This design comes from an exercise in tuning for small area and a short achievable clock period on the open sky130 flow, not from production work. In this exercise RTL edits were held to simulation tests only and were not proved equivalent to the original. Power and IR drop assume default switching activity.

Design ex_top, start of the top module:
module ex_top (
	input  logic                  clk_i,
	input  logic                  rst_n_i,
	input  logic                  req_valid_i,
	input  logic [31:0]           req_inst_i,
	input  logic [32-1:0]   req_pc_i,
	input  logic [32-1:0]   req_rs1_val_i,
	input  logic [32-1:0]   req_rs2_val_i,
	input  logic [32-1:0]   req_mem_rdata_i,
	output logic                  wb_wen_o,
	output logic [5-1:0] wb_rd_o,
	output logic [32-1:0]   wb_data_o,
	output logic [4-1:0]  store_wstrb_o,
	output logic [32-1:0]   store_addr_o,
	output logic [32-1:0]   store_wdata_o,
	output logic                  redirect_jump_o,
	output logic [32-1:0]   redirect_target_o
);
Size in the first run: ~4500 cells after synthesis, about 75 flip-flops, roughly 300 I/O pins, roughly 0.035 mm2 of cells after synthesis.
clock: 15.0 ns
lec_check: 0
abc_area: 1
abc_clock_period_in_ps: 10000
cap_margin: 20
core_margin: 2
core_utilization: 45
setup_slack_margin: 4.5
slew_margin: 20
standard.sh (not shown) runs the stock make flow with config.mk's settings and CLKGATE_MAP_FILE= SYNTH_SCRIPT=/design/flow/synth_recipe.tcl, a recipe that flattens the netlist after the stock synthesis.
==> flow/flow/run.sh <==
#!/bin/bash
# The standard layout (the standard.sh, standard synthesis unchanged), with
# one change: the buffers that buffer_ports puts on every input and output port
# are buf_1 cells (the resizer upsizes the ones on critical paths) instead of the cell buffer_ports picks by itself.
set -euo pipefail
export BUFFER_PORTS_ARGS="-buffer_cell sky130_fd_sc_hd__buf_1"
bash standard.sh > standard_flow.log 2>&1
Rerun with:
--- a/flow/design.v
+++ b/flow/design.v
@@ -158,27 +158,31 @@
 	assign wen_ok_o = opimm_ok || op_ok || load_ok || is_lui_o || is_auipc_o || jump_o;
 endmodule
 `timescale 1ns/100ps
 module ex_alu (
 	input  logic [2:0]          f3_i,
 	input  logic [32-1:0] a_i,
 	input  logic [32-1:0] b_i,
 	output logic [32-1:0] res_o,  
 	output logic                eq_o
 );
 	logic [32-1:0] x;
-	logic [32-1:0] c;
 	assign x = a_i ^ b_i;
-	assign c = a_i & b_i;
 	assign eq_o = x == '0;
-	assign res_o = (x & {32{~(f3_i[1] & f3_i[0])}}) | (c & {32{f3_i[1]}});
+	always_comb begin
+		case (f3_i[1:0])
+			2'b00:   res_o = x;
+			2'b10:   res_o = a_i | b_i;
+			default: res_o = a_i & b_i;
+		endcase
+	end
 endmodule
 `timescale 1ns/100ps
 module ex_mul (
 	input  logic [31:0] x_i,
 	input  logic        xs_i,   
 	input  logic [32:0] m_i,
 	input  logic [32:0] z_i,
 	input  logic        c0_i,
 	input  logic        c2_i,
 	output logic [63:0] p_o
 );
@@ -2268,24 +2272,23 @@
 	logic wen_ok, store_ok, branch_ok, jump;
 	logic is_op, is_opimm, is_load, is_store, is_lui, is_auipc, is_jx;
 	logic l_arith, l_op, l_branch, l_store, l_load, l_auipc, l_lui_jx, l_jx;
 	logic c_mul, c_sh, c_shl, c_shr, c_one, alu_op;
 	logic [4:0] shamt;
 	logic [31:0] sh_m;
 	logic [3:0] dec_lo;
 	logic [7:0] dec_hi;
 	logic c_shb;
 	logic [32-1:0] mcand;
 	logic [32-1:0] zsrc;
-	logic zinv, sgn;
-	logic z_arith, zs_rs2, zs_imm, zs_u;
+	logic zinv, zen, sgn;
 	logic sa, sb;
 	logic sel_hi, sel_lo, sel_lt, sel_o;
 	logic [63:0] prod;
 	logic [32-1:0] op_b;
 	logic [32-1:0] logic_res;
 	logic eq;
 	logic j_any, j_p, j_np;
 	logic [32-1:0] addr_sum;
 	logic [32-1:0] target;
 	logic [1:0] ld_off;
 	logic [4-1:0] wstrb;
@@ -2328,40 +2331,44 @@
 	for (genvar k = 0; k < 4; k++) begin : g_lo
 		assign dec_lo[k] = ins[5] ? (req_rs2_val_i[1:0] == k) : (ins[21:20] == k);
 	end
 	for (genvar k = 0; k < 8; k++) begin : g_hi
 		assign dec_hi[k] = c_shb & (ins[5] ? (req_rs2_val_i[4:2] == k) : (ins[24:22] == k));
 	end
 	for (genvar k = 0; k < 32; k++) begin : g_mcand
 		assign sh_m[k] = f3[2] ? (dec_lo[((32 - k) % 32) % 4] & dec_hi[((32 - k) % 32) / 4]) :
 			(dec_lo[k % 4] & dec_hi[k / 4]);
 	end
 	assign mcand = ({32{c_mul}} & req_rs2_val_i) | sh_m | {{(32-1){1'b0}}, c_one};
-	assign z_arith = alu_op & ~(~f3[1] & f3[0]);
-	assign zs_rs2 = l_branch | (z_arith & ins[5]);
-	assign zs_imm = z_arith & ~ins[5];
-	assign zs_u = ~ins[6] & ins[5] & ins[4] & ins[2];
-	assign zsrc = ({32{l_jx}} & req_pc_i) | ({32{zs_rs2}} & req_rs2_val_i) |
-		({32{zs_u}} & {ins[31:12], 12'b0}) |
-		({32{zs_imm}} & {{(32-12){ins[31]}}, ins[31:20]});
+	always_comb begin
+		if (l_jx)
+			zsrc = req_pc_i;
+		else if (ins[5] & ~ins[2])
+			zsrc = req_rs2_val_i;
+		else if (ins[2])
+			zsrc = {ins[31:12], 12'b0};
+		else
+			zsrc = {{(32-12){ins[31]}}, ins[31:20]};
+	end
 	assign zinv = (l_branch & f3[2]) | (alu_op & ((ins[5] & ins[30] & ~f3[2] & ~f3[1] & ~f3[0]) |
 		(~f3[2] & f3[1])));
+	assign zen = ~(c_mul | c_sh);
 	assign sgn = l_branch ? ~f3[1] : ~f3[0];
 	assign sa = c_mul ? (f3[1] ^ f3[0]) : c_sh ? ins[30] : sgn;
 	assign sb = c_mul & ~f3[1] & f3[0];
 	ex_mul u_mul (
 		.x_i  (req_rs1_val_i),
 		.xs_i (sa),
 		.m_i  ({sb & req_rs2_val_i[32-1], mcand}),
-		.z_i  ({sgn & zsrc[32-1], zsrc} ^ {32+1{zinv}}),
-		.c0_i (zinv),
+		.z_i  ({32+1{zen}} & ({sgn & zsrc[32-1], zsrc} ^ {32+1{zinv}})),
+		.c0_i (zinv & zen),
 		.c2_i (l_jx),
 		.p_o  (prod)
 	);
 	assign op_b = ins[5] ? req_rs2_val_i : {{(32-12){ins[31]}}, ins[31:20]};
 	ex_alu u_alu (
 		.f3_i  (f3),
 		.a_i   (req_rs1_val_i),
 		.b_i   (op_b),
 		.res_o (logic_res),
 		.eq_o  (eq)
 	);
=> Utilization came out lower by 0.30 points. Worst setup slack got worse by 0.024 ns. Via count rose slightly. Non-clock buffer count decreases by 8. Clock power came out lower by roughly a tenth. Worst hold slack improves by 0.042 ns. Area after synthesis went up by a few percent. Total power grows by a few percent. Die area grows by a few percent. Synthesized cell count is higher by a few percent. Sequential power grows by a few percent. Design area went up slightly.

static timing again, ports no longer ideal:
In the flow no input, the clock included, has a driving cell. The finished layouts below were timed again as built, in two steps.
Step 1 sets driving cells, clkbuf_16 on the clock port and buf_2 on the other inputs (assumed; they add their load-dependent delay and slew).
Step 2 adds t to the input delays and takes it off the output delays; t is the mean of the earliest and latest rising clock arrival at the registers after step 1. Input paths then give back, and output paths get back, about the clock's delay inside the block.
a / b / c = ideal ports / drivers / drivers and shift; a / b = the first two.
run | t (ns) | slack for setup (ns) | worst setup path at the end | slew at the worst register clock pin (ns)
the first run | 0.449 | 4.615 / 4.655 / 4.207 | input to register | 0.09 / 0.09
the second run | 0.431 | 4.591 / 4.613 / 4.182 | input to register | 0.08 / 0.08
After both steps every run listed still meets setup and hold. For the second run, which loses most, drivers alone change the setup slack by +0.022 ns; drivers and shift together by -0.409 ns.
